Source: an optimization exercise on an open RTL-to-GDS flow (aim: small area). Production flows keep margins and buffers that such runs may drop. Only simulation tests tie the RTL to the original design; equivalence was not proved. Power and IR drop assume default switching activity.

==> flow/run.sh <==
#!/bin/bash
# Standard ORFS layout (the standard.sh) with two changes:
#  * port buffers use the smallest buffer, sky130_fd_sc_hd__buf_1;
#  * CTS builds its tree from clkbuf_8 with sink clusters of up to 18
#    flip-flops and no dummy loads.
set -euo pipefail
bash standard.sh \
  "BUFFER_PORTS_ARGS=-buffer_cell sky130_fd_sc_hd__buf_1" \
  "CTS_ARGS=-sink_clustering_enable -repair_clock_nets -buf_list sky130_fd_sc_hd__clkbuf_8 -sink_clustering_size 18 -sink_clustering_max_diameter 80 -dont_use_dummy_load" \
  finish > flow_make.log 2>&1
==> standard.sh <==
#!/bin/bash
# synth_recipe.tcl (not shown) runs the flow's synth.tcl, then flattens the netlist and writes it again
# the make line also repeats each setting of config.mk as NAME=value (left out here)
make -C /OpenROAD-flow-scripts/flow DESIGN_CONFIG=/design/flow/config.mk WORK_HOME=/design/flow/orfs CLKGATE_MAP_FILE= SYNTH_SCRIPT=/design/flow/synth_recipe.tcl "${@:-finish}"
==> config.mk <==
export PLATFORM = sky130hd
export DESIGN_NAME = trng_vn
export DESIGN_NICKNAME = trng_vn
export VERILOG_FILES = /design/flow/design.v
export SDC_FILE = /design/flow/constraint.sdc
export NUM_CORES = 4
export LEC_CHECK = 0
export CAP_MARGIN = 20
export CORE_MARGIN = 2
export CORE_UTILIZATION = 40
export SLEW_MARGIN = 20
export SYNTH_HIERARCHICAL = 1
==> constraint.sdc <==
create_clock -name core_clock -period 5.0 [get_ports {SCLK}]
set_input_delay 1.0000 -clock core_clock [delete_from_list [all_inputs] [get_ports {SCLK}]]
set_output_delay 1.0000 -clock core_clock [all_outputs]
set_load 0.01 [all_outputs]
==> design.v <==
module trng_vn #(
    parameter int WIDTH     = 512,
    parameter int REP_LIMIT = 32
) (
    input  logic             SCLK,
    input  logic             RST,
    input  logic             EN,
    input  logic             RAW_BIT,
    input  logic             RAW_VALID,
    input  logic             READY,
    output logic [WIDTH-1:0] RANDOM_NUMBER,
    output logic             VALID,
    output logic             FAULT
);
    localparam int CW = $clog2(WIDTH);
    localparam int RW = $clog2(REP_LIMIT);
    localparam logic [CW-1:0] LAST    = CW'(WIDTH - 1);
    localparam logic [RW-1:0] REP_TOP = RW'(REP_LIMIT - 2);   
    logic             phase_q;    
    logic             run_q;      
    logic             full_q;     
    logic [CW-1:0]    cnt_q;      
    logic             valid_q;
    logic             fault_q;
    logic             first_q;    
    logic             last_q;     
    logic             prev_q;     
    logic [RW-1:0]    rep_q;      
    logic [WIDTH-2:0] sreg_p;     
    logic [WIDTH-1:0] outn_q;     
    logic sample, emit, same, trip, at_last, done, load, keep, shift, hold;
    logic oload, okeep, valid_n, nbit;
    assign sample  = EN & RAW_VALID & ~fault_q;
    assign same    = run_q & (RAW_BIT == prev_q);
    assign trip    = sample & same & (rep_q == REP_TOP);
    assign emit    = sample & phase_q & (first_q ^ RAW_BIT) & ~full_q;
    assign at_last = (cnt_q == LAST);
    assign done    = emit & at_last;               
    assign load    = ~trip & ((done & (~valid_q | READY)) | (full_q & READY));
    assign keep    = ~trip & valid_q & ~READY;
    assign shift   = emit & ~at_last;
    assign hold    = ~shift;
    assign oload   = (done & (~valid_q | READY)) | (full_q & READY);
    assign okeep   = ~oload;
    assign valid_n = ~valid_q;
    assign nbit    = full_q ? last_q : first_q;
    logic [WIDTH-2:0] sreg_src, sreg_d;
    logic [WIDTH-1:0] slot_src, outn_d;
    assign sreg_src = {sreg_p[WIDTH-3:0], first_q};
    assign slot_src = {sreg_p, nbit};       
    for (genvar i = 0; i < WIDTH-1; i++) begin : g_sreg
        trng_vn_seli u_sel (
            .h  (hold),
            .q  (sreg_p[i]),
            .s  (sreg_src[i]),
            .y  (sreg_d[i])
        );
    end
    for (genvar i = 0; i < WIDTH; i++) begin : g_slot
        if (i % 2 == 0) begin : g_even
            trng_vn_seli u_sel (
                .h  (okeep),
                .q  (outn_q[i]),
                .s  (slot_src[i]),
                .y  (outn_d[i])
            );
        end else begin : g_odd
            trng_vn_sel u_sel (
                .a  (oload),
                .b  (okeep),
                .da (slot_src[i]),
                .db (outn_q[i]),
                .y  (outn_d[i])
            );
        end
        trng_vn_mask u_mask (
            .qn (outn_q[i]),
            .vn (valid_n),
            .y  (RANDOM_NUMBER[i])
        );
    end
    always_ff @(posedge SCLK or posedge RST) begin
        if (RST) begin
            phase_q <= 1'b0;
            run_q   <= 1'b0;
            full_q  <= 1'b0;
            cnt_q   <= '0;
            valid_q <= 1'b0;
            fault_q <= 1'b0;
        end else begin
            if (sample) begin
                phase_q <= ~phase_q;
                run_q   <= 1'b1;
            end
            if (!EN || trip)
                phase_q <= 1'b0;
            if (trip)
                fault_q <= 1'b1;
            if (trip || load)
                full_q <= 1'b0;
            else if (done)
                full_q <= 1'b1;
            if (trip || load)
                cnt_q <= '0;
            else if (shift)
                cnt_q <= cnt_q + 1'b1;
            valid_q <= ~trip & (load | keep);
        end
    end
    always_ff @(posedge SCLK) begin
        if (sample) begin
            prev_q <= RAW_BIT;
            rep_q  <= same ? rep_q + 1'b1 : '0;
            if (!phase_q)
                first_q <= RAW_BIT;
        end
        if (done)
            last_q <= first_q;
        sreg_p <= sreg_d;
        outn_q <= outn_d;
    end
    assign VALID = valid_q;
    assign FAULT = fault_q;
endmodule
module trng_vn_sel (
    input  logic a,
    input  logic b,
    input  logic da,
    input  logic db,
    output logic y
);
    assign y = (a & da) | (b & db);
endmodule
module trng_vn_seli (
    input  logic h,
    input  logic q,
    input  logic s,
    output logic y
);
    assign y = ~((~h | ~q) & (h | s));
endmodule
module trng_vn_mask (
    input  logic qn,
    input  logic vn,
    output logic y
);
    assign y = ~(qn | vn);
endmodule
==> results of run 1 <==
-- layer usage --
metal,part of all wire,GRT usage,vias to the layer above
met5,0,0,-
met4,0.023,0.0552,0
met3,0.044,0.0279,100
met2,0.46,0.285,435
met1,0.48,0.244,11200
li1,-,-,13200
-- per-module statistics from Yosys (local to each module, per instance) --
module	flip-flops and latches	times used	cells	area, um2
trng_vn_seli	0	767	2	8.76
trng_vn	1045	1	1126	21600
trng_vn_sel	0	256	1	8.76
trng_vn_mask	0	512	1	3.75
-- final cells by class --
| class | count | area, um2 |
|---|---|---|
| timing repair buffer | 568 | 2530 |
| antenna | 4 | 10.0 |
| tap | 1060 | 1330 |
| fill | 7999 | 43200 |
| clock buffer | 68 | 936 |
| inverter | 5 | 30.0 |
| multi-input combinational | 2375 | 11400 |
| sequential | 1045 | 21100 |
-- registers in the layout (all words and copies together) (netlist names), 5 cells and up --
signal	cells
cnt_q	9
sreg_p	511
rep_q	5
outn_q	512
-- worst paths after layout --
kind                                  from  cells past startpoint            endpoint  slack [ns]
worst max-delay path               valid_q                      4  RANDOM_NUMBER[169]        0.78
worst min-delay path                   RST                      2             fault_q        0.34
worst max register to register    cnt_q[0]                     10         sreg_p[417]        1.84
worst min register to register  sreg_p[37]                      1          outn_q[38]        0.42
max in group asynchronous              RST                      2             valid_q        4.17
min in group core_clock         sreg_p[37]                      1          outn_q[38]        0.42
-- metrics by stage --
stage / setup WS (ns) / hold WS, ns / util
after CTS: 0.815 / 0.262 / 0.463
after global placement: 1.58 / 0.437 / 0.451
final: 0.776 / 0.337 / 0.463
after global routing: 0.594 / 0.331 / 0.463
after floorplan: -18.20 / 0.430 / -
after detailed placement: 1.57 / 0.443 / 0.451
-- critical path: cells and delay by family (launching register included) --
family / cells / cell delay, ns
buffers and inverters: 3 / 1.54
flip-flops: 1 / 0.43
AND/OR/NAND/NOR: 1 / 0.38
-- where the power goes --
| group | total (mW) | leakage [nW] | internal [mW] | switching (mW) |
|---|---|---|---|---|
| Sequential | 11.5 | 8.67 | 10.1 | 1.41 |
| Clock | 3.72 | 0.489 | 1.23 | 2.48 |
| Combinational | 1.39 | 6.32 | 0.707 | 0.685 |
| Total | 16.6 | 15.5 | 12.1 | 4.58 |
-- Yosys cell counts, drive strengths merged --
| cell | count |
|---|---|
| and4bb | 1 |
| ha | 4 |
| or4 | 2 |
| nand2 | 774 |
| a21oi | 5 |
| o21ai | 771 |
| xor2 | 5 |
| dfrtp | 14 |
| edfxtp | 8 |
| dfxtp | 1023 |
| nand3b | 1 |
| and4 | 4 |
| a22o | 256 |
| a221o | 1 |
| nand3 | 6 |
| or2 | 1 |
| o31ai | 2 |
| mux2i | 2 |
| nand4 | 1 |
| buf | 3 |
| nor2b | 1 |
| inv | 5 |
| a21boi | 1 |
| or3 | 3 |
| mux2 | 1 |
| nand2b | 2 |
| and2 | 1 |
| xnor2 | 2 |
| nor2 | 528 |
-- logic make-up (layout without fill, tap and decap cells) --
logic type,Yosys count,in the layout,synth area share
adders and majority gates,4,4,0.00154
DFF,1045,1045,0.648
and+or+nand+nor,1325,1325,0.156
AOI/OAI and AO/OA,1036,1036,0.190
buffers and inverters,8,641,0.00150
other,0,4,0
xor gates and xnor gates,7,7,0.00189
muxes,3,3,0.000962
==> impl_metrics.env, run 1 <==
export IMPL_end_kind="output port"
export IMPL_critPathLaunchType="flip-flop"
export IMPL_ant_nets=0
export IMPL_setup_viol=0
export IMPL_syn_area_per_cell_um2=9.48
export IMPL_cp_slowest_cell="clkinvlp_4"
export IMPL_power_density_mw_per_mm2=446
export IMPL_root_buffer="clkbuf_8"
export IMPL_yosysWarnings=7
export IMPL_track_usage=0.177
export IMPL_vdd_drop_max_mv=0.302
export IMPL_grt_max_degree=204
export IMPL_worstSetupPathType="reg -> out"
export IMPL_drtIter0Drc=1481
export IMPL_maxSlewViolCount=0
export IMPL_dp_cells=5053
export IMPL_num_rows=104
export IMPL_synth_top_area_cell="dfxtp_1"
export IMPL_slowest_delay_ns=0.82
export IMPL_worst_slew_pin_slew_ns=1.03
export IMPL_syn_nets=3438
export IMPL_fmax_ghz=0.237
export IMPL_cts_tree="yes"
export IMPL_syn_instance_count=3428
export IMPL_stdcell_area_mm2=0.0373
export IMPL_crit_arrival_ns=3.22
export IMPL_num_vias=24900
export IMPL_fin_crit_sh=0.845
export IMPL_clock_path_buffers=3
export IMPL_die_x_um=289
export IMPL_drt_pre_antenna_iters=5
export IMPL_drc=0
export IMPL_synthToLayoutAreaGrowth_pct=14.8
export IMPL_seq_area_frac_synth=0.648
export IMPL_layout_cells_non_filler=5125
export IMPL_worstPathMaxFanout=147
export IMPL_yosys_top_cells_area="dfxtp_1 (63%), o21ai_1 (12%), nand2_1 (8.9%)"
export IMPL_cp_cell_sequence="clkinvlp_4, buf_12, nor2_1, buf_1"
export IMPL_cts_hold_buf=0
export IMPL_core_mm2=0.0805
export IMPL_synth_seq_cells=1045
export IMPL_period_needed_ns=4.22
export IMPL_wl_per_cell_um=15.0
export IMPL_slew_headroom=0.314
export IMPL_cts_resized=0
export IMPL_clk_pin_slew_ns=0.12
export IMPL_portBuffers=519
export IMPL_drive_above_1_share=0.0337
export IMPL_layout_commonest_cell="dfxtp_1"
export IMPL_power_mw=16.6
export IMPL_io_pins=520
export IMPL_hold_viol=0
export IMPL_cellLeakagePower_nw=15.5
export IMPL_dieArea_mm2=0.0836
export IMPL_post_cts_setup_buffers=0
export IMPL_final_net_count=4073
export IMPL_initial_core_util=0.404
export IMPL_grt_pass1_vias=22500
export IMPL_clock_sinks=1045
export IMPL_gp_congestion=0.781
export IMPL_fin_setup_tns_ns=0
export IMPL_antenna_found_initial=1
export IMPL_wl_mm=77.1
export IMPL_status="timing/DRC/antenna clean"
export IMPL_place_area_mm2=0.0364
export IMPL_maxCapViolCount=0
export IMPL_grt_pass1_wl_mm=121
export IMPL_syn_area_mm2=0.0325
export IMPL_worstSkewPairLatency_ns=0.69
export IMPL_yosys_cell_types_count=35
export IMPL_h_tree_depth=3
export IMPL_clock_skew_ns=0.0606
export IMPL_required_ns=4.00
export IMPL_die_y_um=289
export IMPL_dp_hpwl_mm=51.0
export IMPL_grt_ovfl_total=0
export IMPL_cts_buffers=68
export IMPL_hold_path_class="in -> async"
export IMPL_synth_top_area_frac=0.630
export IMPL_final_cell_mix="dfxtp_1 (1,023), nand2_1 (774), o21ai_1 (768)"
export IMPL_viasPerCell=4.85
export IMPL_rsz0062_at_grt="no"
==> run 2, diff against run 1 <==
--- a/config.mk
+++ b/config.mk
@@ -7,6 +7,7 @@
 export LEC_CHECK = 0
 export CAP_MARGIN = 20
 export CORE_MARGIN = 2
-export CORE_UTILIZATION = 40
+export CORE_UTILIZATION = 75
+export PLACE_DENSITY = 0.85
 export SLEW_MARGIN = 20
 export SYNTH_HIERARCHICAL = 1
==> run 2 against run 1 <==
Still clean. Utilization is 39 points higher. Register-to-register slack worse by 0.76 ns. Fmax is 7.7% higher. Cell count is 9.9% lower. Die area is 46% lower. Sequential share of layout area is 1.4 points higher. Via count is 7.0% higher. Critical path depth is 7 higher. Hold slack better by 0.040 ns. Area after synthesis stayed put. Critical endpoint is now sreg_p[174]. Largest cell class unchanged.
==> impl_metrics.env, run 2 <==
export IMPL_status="timing/DRC/antenna clean"
export IMPL_crit_arrival_ns=4.50
export IMPL_vdd_drop_max_mv=0.320
export IMPL_worstPathMaxFanout=222
export IMPL_synth_top_area_frac=0.630
export IMPL_diodes=0
export IMPL_clock_path_buffers=3
export IMPL_slew_headroom=0.131
export IMPL_cts_hold_buf=0
export IMPL_h_tree_depth=3
export IMPL_syn_area_per_cell_um2=9.48
export IMPL_clk_pin_slew_ns=0.11
export IMPL_initial_core_util=0.758
export IMPL_whs_ns=0.377
export IMPL_seq_area_frac_synth=0.648
export IMPL_crit_top_cell="nand2_1"
export IMPL_hold_path_class="in -> async"
export IMPL_clock_skew_ns=0.0685
export IMPL_crit_family="buffers and inverters"
export IMPL_slowest_delay_ns=0.86
export IMPL_drtIter0Drc=2989
export IMPL_r2r_start="cnt_q[2]"
export IMPL_drt_pre_antenna_iters=6
export IMPL_cts_buffers=68
export IMPL_gp_congestion=0.862
export IMPL_syn_area_mm2=0.0325
export IMPL_core_mm2=0.0429
export IMPL_syn_nets=3438
export IMPL_required_ns=5.58
export IMPL_period_needed_ns=3.92
export IMPL_yosys_cell_types_count=35
export IMPL_cts_tree="yes"
export IMPL_fin_crit_sh=0.784
export IMPL_worst_slew_pin_slew_ns=1.30
export IMPL_wl_per_cell_um=17.0
export IMPL_synthToLayoutAreaGrowth_pct=12.1
export IMPL_track_usage=0.333
export IMPL_highest_layer="met4"
export IMPL_wl_met1_mm=32.5
export IMPL_grt_pass1_vias=24000
export IMPL_yosys_top_cells_area="dfxtp_1 (63%), o21ai_1 (12%), nand2_1 (8.9%)"
export IMPL_syn_instance_count=3428
export IMPL_largest_registers="outn_q (512), sreg_p (511), cnt_q (9)"
export IMPL_io_pins=520
export IMPL_hold_viol=0
export IMPL_fmax_ghz=0.255
export IMPL_layout_commonest_cell="dfxtp_1"
export IMPL_final_util=0.850
export IMPL_critPathBufInv=3
export IMPL_portBuffers=519
export IMPL_die_y_um=212
export IMPL_cp_cell_sequence="and4_1, nand2_1, nor2_1, ha_1, and4bb_1, nand3_4, buf_12, buf_16, buf_4, nand2_1, o21ai_1"
export IMPL_cellLeakagePower_nw=15.3
export IMPL_drive_above_1_share=0.0275
export IMPL_rr_endpoint="sreg_p[174]"
export IMPL_drc=0
export IMPL_largest_register_ff_count=512
export IMPL_num_rows=76
export IMPL_root_buffer="clkbuf_8"
export IMPL_final_net_count=4047
export IMPL_wl_met2_mm=36.4
export IMPL_ys_flop_type="dfxtp_1"
export IMPL_power_density_mw_per_mm2=458
export IMPL_rsz0062_at_grt="no"
export IMPL_async_flop_share=0.0134
export IMPL_antenna_found_initial=0
export IMPL_synth_seq_cells=1045
export IMPL_critPathLaunchType="flip-flop"
export IMPL_viasPerCell=5.76
export IMPL_die_x_um=212
export IMPL_largest_register="outn_q"
export IMPL_wl_mm=78.7
export IMPL_yosysWarnings=7
export IMPL_final_cell_mix="dfxtp_1 (1,023), nand2_1 (774), o21ai_1 (768)"
export IMPL_ant_nets=0
export IMPL_synth_most_common_cell="dfxtp_1"
export IMPL_grt_ovfl_total=0
export IMPL_reg2reg_depth=11
export IMPL_num_vias=26600
export IMPL_fill_cells=2519
export IMPL_synthTopCellsByCount="dfxtp_1 (1,023), nand2_1 (774), o21ai_1 (768)"
export IMPL_grt_max_degree=283
export IMPL_dp_hpwl_mm=52.0
export IMPL_end_kind="flip-flop"
export IMPL_synth_top_area_cell="dfxtp_1"
export IMPL_met3_length_mm=5.68
export IMPL_cp_slowest_cell="buf_4"
export IMPL_maxCapViolCount=0
export IMPL_grt_pass1_wl_mm=121
export IMPL_synth_edf_count=8
export IMPL_worstSkewPairLatency_ns=0.66
export IMPL_worstSetupPathType="reg -> reg"
export IMPL_clock_sinks=1045
export IMPL_cts_resized=0
export IMPL_dieArea_mm2=0.0450
export IMPL_reg2reg_slack_ns=1.08
export IMPL_worstSetupStartpoint="cnt_q[2]"
export IMPL_setup_viol=0
export IMPL_maxSlewViolCount=0
export IMPL_post_cts_setup_buffers=0
## run 2: through the flow
stage	instances	instance area, um2	TNS (ns)	total power [mW]	setup WS, ns
5_1_grt	4620	36400	0	17.5	0.883
4_1_cts	4619	36400	0	16.7	1.17
2_1_floorplan	3428	32500	-8009.19	12.6	-18.20
3_5_place_dp	4551	35500	0	13.2	1.28
3_3_place_gp	4551	35500	0	12.9	1.41
6_report	4620	36400	0	16.7	1.08
## run 2: cell families (layout without fill, tap and decap cells)
kind of cell               count (synthesis)  after routing  synth area share
and+or+nand+nor                         1325           1325             0.156
xor gates and xnor gates                   7              7           0.00189
muxes                                      3              3          0.000962
DFF                                     1045           1045             0.648
AOI/OAI and AO/OA                       1036           1036             0.190
adders and majority gates                  4              4           0.00154
buffers and inverters                      8            615           0.00150
## run 2: layer usage
layer  track usage  vias to the layer above
met2         0.528                      967
met1         0.438                    12400
met4         0.176                        0
met5             0                        -
li1              -                    13000
met3        0.0635                      214
## run 2: modules after synthesis, one instance, submodules excluded
module        cells inside  flops+latches  copies in the design  area [um2]
trng_vn_sel              1              0                   256        8.76
trng_vn               1126           1045                     1       21600
trng_vn_mask             1              0                   512        3.75
trng_vn_seli             2              0                   767        8.76
## run 2: final cells by class
cell class	instances	area [um2]	area share
sequential	1045	21100	0.578
multi-input combinational	2375	11400	0.313
timing repair buffer	542	2260	0.0619
inverter	5	30.0	0.000824
clock buffer	68	936	0.0257
tap	585	732	0.0201
## run 2: worst max-delay path by stage
| stage | end | slack (ns) | depth (start not counted) |
|---|---|---|---|
| 5_1_grt | sreg_p[58] | 0.88 | 11 |
| 3_3_place_gp | outn_q[148] | 1.41 | 8 |
| 6_report | sreg_p[174] | 1.08 | 11 |
| 3_5_place_dp | outn_q[284] | 1.28 | 8 |
| 2_1_floorplan | outn_q[101] | -18.20 | 4 |
| 4_1_cts | RANDOM_NUMBER[270] | 1.17 | 4 |
## run 2: power breakdown
group	switching, mW	internal (mW)	leakage, nW	total (mW)
registers	1.42	10.1	8.67	11.5
logic	0.806	0.699	6.16	1.50
clock network	2.39	1.23	0.489	3.63
==> run 3, diff against run 2 <==
==> flow/run.sh (replaced) <==
#!/bin/bash
# Standard ORFS layout (the standard.sh) with two changes:
#  * port buffers use the smallest buffer, sky130_fd_sc_hd__buf_1;
#  * CTS builds its tree from clkbuf_8 with sink clusters of up to 20
#    flip-flops within 60 um, and no dummy loads.
set -euo pipefail
bash standard.sh \
  "BUFFER_PORTS_ARGS=-buffer_cell sky130_fd_sc_hd__buf_1" \
  "CTS_ARGS=-sink_clustering_enable -repair_clock_nets -buf_list sky130_fd_sc_hd__clkbuf_8 -sink_clustering_size 20 -sink_clustering_max_diameter 60 -dont_use_dummy_load" \
  finish > flow_make.log 2>&1
==> run 3 against run 2 <==
Largest cell class unchanged. Cell area fell by 0.38%. Setup slack lost 0.013 ns. Global-route usage hardly changed. Fmax down 0.33%. Critical endpoint is now sreg_p[48].
==> impl_metrics.env, run 3 <==
export IMPL_track_usage=0.334
export IMPL_final_net_count=4037
export IMPL_end_kind="flip-flop"
export IMPL_r2r_start="cnt_q[2]"
export IMPL_drive_above_1_share=0.0251
export IMPL_wl_met2_mm=36.3
export IMPL_pwr_share_comb=0.092
export IMPL_cts_tree="yes"
export IMPL_post_cts_setup_buffers=0
export IMPL_power_clock_fraction=0.206
export IMPL_die_y_um=212
export IMPL_endpoint="sreg_p[48]"
export IMPL_period_needed_ns=3.93
export IMPL_viasPerCell=5.76
export IMPL_rr_endpoint="sreg_p[48]"
export IMPL_synth_most_common_cell="dfxtp_1"
export IMPL_ys_flop_type="dfxtp_1"
export IMPL_worstSkewPairLatency_ns=0.70
export IMPL_largest_registers="outn_q (512), sreg_p (511), cnt_q (9)"
export IMPL_place_area_mm2=0.0355
export IMPL_portBuffers=519
export IMPL_status="timing/DRC/antenna clean"
export IMPL_drt_pre_antenna_iters=5
export IMPL_met3_length_mm=5.57
export IMPL_ant_nets=0
export IMPL_initial_core_util=0.758
export IMPL_clk_pin_slew_ns=0.11
export IMPL_rsz0062_at_grt="no"
export IMPL_cts_buffers=58
export IMPL_p_switching_mw=4.58
export IMPL_critPathLaunchType="flip-flop"
export IMPL_cts_hold_buf=0
export IMPL_antenna_found_initial=0
export IMPL_stdcell_area_mm2=0.0363
export IMPL_setup_viol=0
export IMPL_grt_max_degree=283
export IMPL_fmax_ghz=0.254
export IMPL_clock_skew_ns=0.0355
export IMPL_worstSetupStartpoint="cnt_q[2]"
export IMPL_grt_pass1_wl_mm=121
export IMPL_vdd_drop_max_mv=0.362
export IMPL_yosys_cell_types_count=35
export IMPL_largest_register_ff_count=512
export IMPL_worstPathMaxFanout=222
export IMPL_dp_hpwl_mm=52.0
export IMPL_maxCapViolCount=0
export IMPL_crit_arrival_ns=4.54
export IMPL_syn_instance_count=3428
export IMPL_seqPwrFrac=0.702
export IMPL_layout_commonest_cell="dfxtp_1"
export IMPL_fill_cells=2559
export IMPL_yosys_top_cells_area="dfxtp_1 (63%), o21ai_1 (12%), nand2_1 (8.9%)"
export IMPL_clock_path_buffers=3
export IMPL_syn_nets=3438
export IMPL_io_pins=520
export IMPL_cellLeakagePower_nw=15.3
export IMPL_seq_area_frac_synth=0.648
export IMPL_largest_register="outn_q"
export IMPL_required_ns=5.60
export IMPL_dieArea_mm2=0.0450
export IMPL_p_sw_frac=0.278
export IMPL_syn_area_mm2=0.0325
export IMPL_cts_resized=0
export IMPL_fin_setup_tns_ns=0
export IMPL_async_flop_share=0.0134
export IMPL_fin_crit_sh=0.787
export IMPL_wl_per_cell_um=17.1
export IMPL_power_density_mw_per_mm2=453
export IMPL_synthToLayoutAreaGrowth_pct=11.7
export IMPL_hold_path_class="in -> async"
export IMPL_wl_met1_mm=32.6
export IMPL_gp_congestion=0.862
export IMPL_worst_slew_pin_slew_ns=1.30
export IMPL_worstSetupPathType="reg -> reg"
export IMPL_synth_seq_cells=1045
export IMPL_yosysWarnings=7
export IMPL_h_tree_depth=2
export IMPL_synth_top_area_frac=0.630
export IMPL_drtIter0Drc=2869
export IMPL_die_x_um=212
export IMPL_num_rows=76
export IMPL_synthTopCellsByCount="dfxtp_1 (1,023), nand2_1 (774), o21ai_1 (768)"
export IMPL_p_int_mw=11.9
export IMPL_slew_headroom=0.136
export IMPL_final_cell_mix="dfxtp_1 (1,023), nand2_1 (774), o21ai_1 (768)"
export IMPL_clock_sinks=1045
export IMPL_reg2reg_slack_ns=1.07
export IMPL_syn_area_per_cell_um2=9.48
export IMPL_maxSlewViolCount=0
export IMPL_root_buffer="clkbuf_8"
export IMPL_synth_edf_count=8
export IMPL_hold_viol=0
export IMPL_power_mw=16.4
export IMPL_reg2reg_depth=11
export IMPL_highest_layer="met4"
export IMPL_diodes=0
export IMPL_wl_mm=78.7
export IMPL_num_vias=26600
export IMPL_drc=0
export IMPL_grt_ovfl_total=0
export IMPL_grt_pass1_vias=24000
export IMPL_layout_cells_non_filler=4610
export IMPL_synth_top_area_cell="dfxtp_1"
export IMPL_core_mm2=0.0429
export IMPL_dp_cells=4551
-- run 3: cell counts after synthesis --
No cell type changed its count.
-- run 3: per-module statistics from Yosys, one instance, submodules excluded --
module	cells	copies in the design	flops+latches
trng_vn_seli	2	767	0
trng_vn_sel	1	256	0
trng_vn	1126	1	1045
trng_vn_mask	1	512	0
-- run 3: metal layers --
metal | up-vias | global-route usage
li1 | 13100 | -
met1 | 12300 | 0.442
met2 | 987 | 0.528
met3 | 191 | 0.0561
met4 | 0 | 0.179
met5 | - | 0
-- run 3: worst min-delay path by stage --
stage,slack (ns),depth (start not counted),startpoint,end
6_report,0.33,2,RST,fault_q
4_1_cts,0.31,2,RST,cnt_q[5]
2_1_floorplan,0.43,2,sreg_p[510],sreg_p[510]
5_1_grt,0.35,2,RST,cnt_q[1]
3_3_place_gp,0.44,2,sreg_p[510],sreg_p[510]
3_5_place_dp,0.45,1,sreg_p[169],outn_q[170]
-- run 3: cell type report --
type                       count  area [um2]  share of cell area
sequential                  1045       21100               0.581
inverter                       5        30.0            0.000827
timing repair buffer         542        2260              0.0622
multi-input combinational   2375       11400               0.314
clock buffer                  58         798              0.0220
tap                          585         732              0.0202
-- run 3: critical path, cell delays in order, from the launching register on --
cell and delay [ns]:
dfrtp_1 0.45, and4_1 0.22, nand2_1 0.10, nor2_1 0.13, ha_1 0.24, and4bb_1 0.29
nand3_4 0.19, buf_12 0.27, buf_16 0.58, buf_4 0.85, nand2_1 0.17, o21ai_1 0.14
-- run 3: power groups by stage --
| stage | Combinational [mW] | Clock, mW | Sequential, mW |
|---|---|---|---|
| floorplan | 1.26 | 0 | 11.3 |
| global placement | 1.31 | 0 | 11.6 |
| detailed placement | 1.50 | 0 | 11.7 |
| CTS | 1.51 | 3.42 | 11.5 |
| global route | 1.80 | 3.72 | 11.8 |
| finish | 1.51 | 3.39 | 11.5 |
-- run 3: logic make-up (layout without fill, tap and decap cells) --
family                     Yosys count  in the layout  share of synthesized area
adders and majority gates            4              4                    0.00154
DFF                               1045           1045                      0.648
AOI/OAI and AO/OA                 1036           1036                      0.190
muxes                                3              3                   0.000962
xor gates and xnor gates             7              7                    0.00189
buffers and inverters                8            605                    0.00150
and+or+nand+nor                   1325           1325                      0.156
-- run 3: stage by stage --
stage           util  setup WS (ns)  hold slack, ns
3_5_place_dp   0.827           1.28           0.447
2_1_floorplan      -         -18.20           0.430
5_1_grt        0.846          0.829           0.352
3_3_place_gp   0.827           1.41           0.439
4_1_cts        0.846           1.13           0.310
6_report       0.846           1.07           0.331
==> run 4, diff against run 3 <==
--- a/design.v
+++ b/design.v
@@ -12,10 +12,16 @@
     output logic             VALID,
     output logic             FAULT
 );
-    localparam int CW = $clog2(WIDTH);
-    localparam int RW = $clog2(REP_LIMIT);
-    localparam logic [CW-1:0] LAST    = CW'(WIDTH - 1);
-    localparam logic [RW-1:0] REP_TOP = RW'(REP_LIMIT - 2);   
+    localparam int CW = 10;
+    localparam int RW = 5;
+    localparam logic [CW-1:0] LAST    = 10'd248;
+    function automatic logic [CW-1:0] cnt_step(input logic [CW-1:0] s);
+        cnt_step = {s[CW-2:0], ~(s[9] ^ s[6])};
+    endfunction
+    localparam logic [RW-1:0] REP_TOP = 5'd16;
+    function automatic logic [RW-1:0] rep_step(input logic [RW-1:0] s);
+        rep_step = {s[RW-2:0], ~(s[4] ^ s[2])};
+    endfunction
     logic             phase_q;    
     logic             run_q;      
     logic             full_q;     
@@ -103,14 +109,14 @@
             if (trip || load)
                 cnt_q <= '0;
             else if (shift)
-                cnt_q <= cnt_q + 1'b1;
+                cnt_q <= cnt_step(cnt_q);
             valid_q <= ~trip & (load | keep);
         end
     end
     always_ff @(posedge SCLK) begin
         if (sample) begin
             prev_q <= RAW_BIT;
-            rep_q  <= same ? rep_q + 1'b1 : '0;
+            rep_q  <= same ? rep_step(rep_q) : '0;
             if (!phase_q)
                 first_q <= RAW_BIT;
         end
==> run 4 against run 3 <==
Area after synthesis decreased by 0.20%. Register-to-register slack improved by 0.48 ns. Sequential power about the same. Synthesized cell count decreased by 0.20%. First-iteration DRC count decreased by 1.3%. Routed wire length increased by 2.1%. Critical path depth decreased by 7. Utilization increased by 0.35 points. Via count increased by 1.3%. Sequential share of layout area decreased by 0.17 points. Non-clock buffer count increased by 10. Setup slack got worse by 0.043 ns.
==> impl_metrics.env, run 4 <==
export IMPL_status="timing/DRC/antenna clean"
export IMPL_fmax_ghz=0.251
export IMPL_rsz0062_at_grt="no"
export IMPL_maxCapViolCount=0
export IMPL_clock_sinks=1046
export IMPL_rr_endpoint="outn_q[219]"
export IMPL_cts_tree="yes"
export IMPL_grt_pass1_vias=24600
export IMPL_synth_simple_area_share=0.155
export IMPL_worstPathMaxFanout=88
export IMPL_slew_headroom=0.255
export IMPL_grt_ovfl_total=0
export IMPL_worst_slew_pin_slew_ns=1.12
export IMPL_r2r_start="fault_q"
export IMPL_clk_pin_slew_ns=0.12
export IMPL_synthMuxAreaShare=0.00158
export IMPL_cts_hold_buf=0
export IMPL_synth_edf_count=8
export IMPL_clock_path_buffers=3
export IMPL_hold_path_class="in -> async"
export IMPL_ys_flop_type="dfxtp_1"
export IMPL_final_cell_mix="dfxtp_1 (1,023), nand2_1 (774), o21ai_1 (771)"
export IMPL_cts_buffers=58
export IMPL_final_net_count=4035
export IMPL_synth_top_area_frac=0.631
export IMPL_fin_crit_sh=0.795
export IMPL_synth_top_family_by_area="compound AO/OA/AOI/OAI gates"
export IMPL_p_sw_frac=0.281
export IMPL_synth_seq_cells=1046
export IMPL_yosys_cell_types_count=37
export IMPL_setup_viol=0
export IMPL_power_clock_fraction=0.206
export IMPL_layout_commonest_cell="dfxtp_1"
export IMPL_num_vias=26900
export IMPL_drive_above_1_share=0.0253
export IMPL_post_cts_setup_buffers=0
export IMPL_ant_nets=0
export IMPL_cellLeakagePower_nw=15.7
export IMPL_wl_mm=80.4
export IMPL_viasPerCell=5.83
export IMPL_cts_resized=0
export IMPL_critPathLaunchType="flip-flop"
export IMPL_synth_most_common_cell="dfxtp_1"
export IMPL_seq_area_frac_synth=0.650
export IMPL_layout_cells_non_filler=4612
export IMPL_p_switching_mw=4.63
export IMPL_worstSkewPairLatency_ns=0.70
export IMPL_syn_area_per_cell_um2=9.48
export IMPL_synth_top_area_cell="dfxtp_1"
export IMPL_track_usage=0.341
export IMPL_grt_max_degree=173
export IMPL_h_tree_depth=2
export IMPL_power_mw=16.5
export IMPL_syn_area_mm2=0.0324
export IMPL_vdd_drop_max_mv=0.400
export IMPL_period_needed_ns=3.98
export IMPL_syn_instance_count=3421
export IMPL_largest_register="outn_q"
export IMPL_synthAdderAreaFrac=0
export IMPL_maxSlewViolCount=0
export IMPL_async_flop_share=0.0143
export IMPL_yosysWarnings=7
export IMPL_core_mm2=0.0429
export IMPL_drt_pre_antenna_iters=5
export IMPL_worstSetupPathType="reg -> out"
export IMPL_diodes=0
export IMPL_die_x_um=212
export IMPL_antenna_found_initial=0
export IMPL_yosys_top_cells_area="dfxtp_1 (63%), o21ai_1 (12%), nand2_1 (9.0%)"
export IMPL_seqPwrFrac=0.702
export IMPL_reg2reg_slack_ns=1.55
export IMPL_synth_compound_area_frac=0.190
export IMPL_grt_pass1_wl_mm=124
export IMPL_die_y_um=212
export IMPL_num_rows=76
export IMPL_synth_xor_area_frac=0.00108
export IMPL_wl_per_cell_um=17.4
export IMPL_largest_registers="outn_q (512), sreg_p (511), cnt_q (10)"
export IMPL_dp_hpwl_mm=53.2
export IMPL_synthTopCellsByCount="dfxtp_1 (1,023), nand2_1 (775), o21ai_1 (770)"
export IMPL_clock_skew_ns=0.0204
export IMPL_largest_register_ff_count=512
export IMPL_io_pins=520
export IMPL_whs_ns=0.341
export IMPL_hold_viol=0
export IMPL_p_int_mw=11.9
export IMPL_crit_arrival_ns=2.98
export IMPL_dieArea_mm2=0.0449
export IMPL_pwr_share_comb=0.092
export IMPL_fin_setup_tns_ns=0
export IMPL_reg2reg_depth=7
export IMPL_power_density_mw_per_mm2=453
export IMPL_dp_cells=4554
export IMPL_root_buffer="clkbuf_8"
export IMPL_drc=0
export IMPL_initial_core_util=0.756
export IMPL_end_kind="output port"
export IMPL_synthToLayoutAreaGrowth_pct=12.4
export IMPL_gp_congestion=0.886
export IMPL_required_ns=4.00
export IMPL_portBuffers=519
export IMPL_syn_nets=3427
export IMPL_drtIter0Drc=2832
[run 4: kinds of logic (layout without fill, tap and decap cells)]
group | Yosys count | count (layout)
mux | 5 | 5
buf+inv | 9 | 615
flops | 1046 | 1046
compound gates | 1038 | 1038
xor+xnor | 4 | 4
simple gates | 1319 | 1319
[run 4: through the flow]
stage	worst slack, ns	utilization	cell area (um2)
after detailed placement	1.01	0.831	35600
after global routing	0.872	0.850	36400
after floorplan	-1.90	-	32500
after global placement	1.17	0.831	35600
after CTS	1.02	0.850	36400
final	1.02	0.850	36400
[run 4: power by group through the flow]
stage	Combinational [mW]	Sequential [mW]	Clock, mW
after CTS	1.52	11.6	3.43
after floorplan	1.24	11.3	0
after global routing	1.81	11.8	3.72
final	1.52	11.6	3.41
after detailed placement	1.51	11.7	0
after global placement	1.32	11.6	0
[run 4: critical path: stages, from the launching register on]
cell and delay, ns:
dfrtp_2 0.50, clkinvlp_4 0.70, buf_12 0.48, nor2_1 0.32, buf_1 0.19
[run 4: Yosys stat by module (local to each module, per instance)]
module,times used,flops+latches,cell area (um2),cells inside
trng_vn_sel,256,0,8.76,1
trng_vn,1,1046,21600,1119
trng_vn_seli,767,0,8.76,2
trng_vn_mask,512,0,3.75,1
[run 4: worst max-delay path by stage]
| stage | start | endpoint | slack, ns | depth (start not counted) |
|---|---|---|---|---|
| after CTS | valid_q | RANDOM_NUMBER[135] | 1.02 | 4 |
| after global routing | valid_q | RANDOM_NUMBER[490] | 0.87 | 4 |
| after detailed placement | EN | outn_q[278] | 1.01 | 9 |
| after global placement | EN | outn_q[222] | 1.17 | 9 |
| final | valid_q | RANDOM_NUMBER[135] | 1.02 | 4 |
| after floorplan | valid_q | RANDOM_NUMBER[0] | -1.90 | 2 |
[run 4: area by class of cell]
cell class | count | area (um2)
clock buffer | 58 | 798
fill | 2553 | 6440
inverter | 5 | 22.5
multi-input combinational | 2366 | 11400
sequential | 1046 | 21100
tap | 585 | 732
timing repair buffer | 552 | 2450
[run 4: layer usage]
metal | share of wire | global-route usage | up-vias
met1 | 0.41 | 0.454 | 12600
met5 | 0 | 0 | -
met4 | 0.048 | 0.170 | 0
met2 | 0.47 | 0.540 | 1074
li1 | - | - | 13000
met3 | 0.073 | 0.0614 | 207

==> separate check: timing with driven ports <==
No port has a modelled driver above. Below, the same layouts with a new extraction and two added sets of constraints.
Step 1 sets driving cells, clkbuf_16 on the clock port and buf_2 on the other inputs (assumed; they add their load-dependent delay and slew).
Step 2, shift: input delay + t, output delay - t, t = (earliest + latest rising clock arrival at the registers) / 2. This alone moves slack from input paths to output paths.
a / b / c = ideal / step 1 / step 2; a / b = the first two.
| run | shift t [ns] | slack for setup (ns) | worst hold slack (ns) | worst register clock-pin slew, ns | cell pins on the clock port's net |
|---|---|---|---|---|---|
| run 1 | 0.724 | 0.776 / 0.713 / 1.437 | 0.337 / 0.295 / 0.423 | 0.12 / 0.12 | 1 |
| run 2 | 0.684 | 1.079 / 1.079 / 1.079 | 0.377 / 0.341 / 0.404 | 0.11 / 0.11 | 1 |
| run 3 | 0.737 | 1.066 / 1.066 / 1.066 | 0.331 / 0.295 / 0.441 | 0.12 / 0.12 | 1 |
| run 4 | 0.748 | 1.023 / 0.966 / 0.870 | 0.341 / 0.303 / 0.448 | 0.12 / 0.12 | 1 |
After both steps setup and hold are still met in every run listed. The setup slack of run 4, which loses most, moves by -0.057 ns with the drivers and by -0.153 ns with both steps.
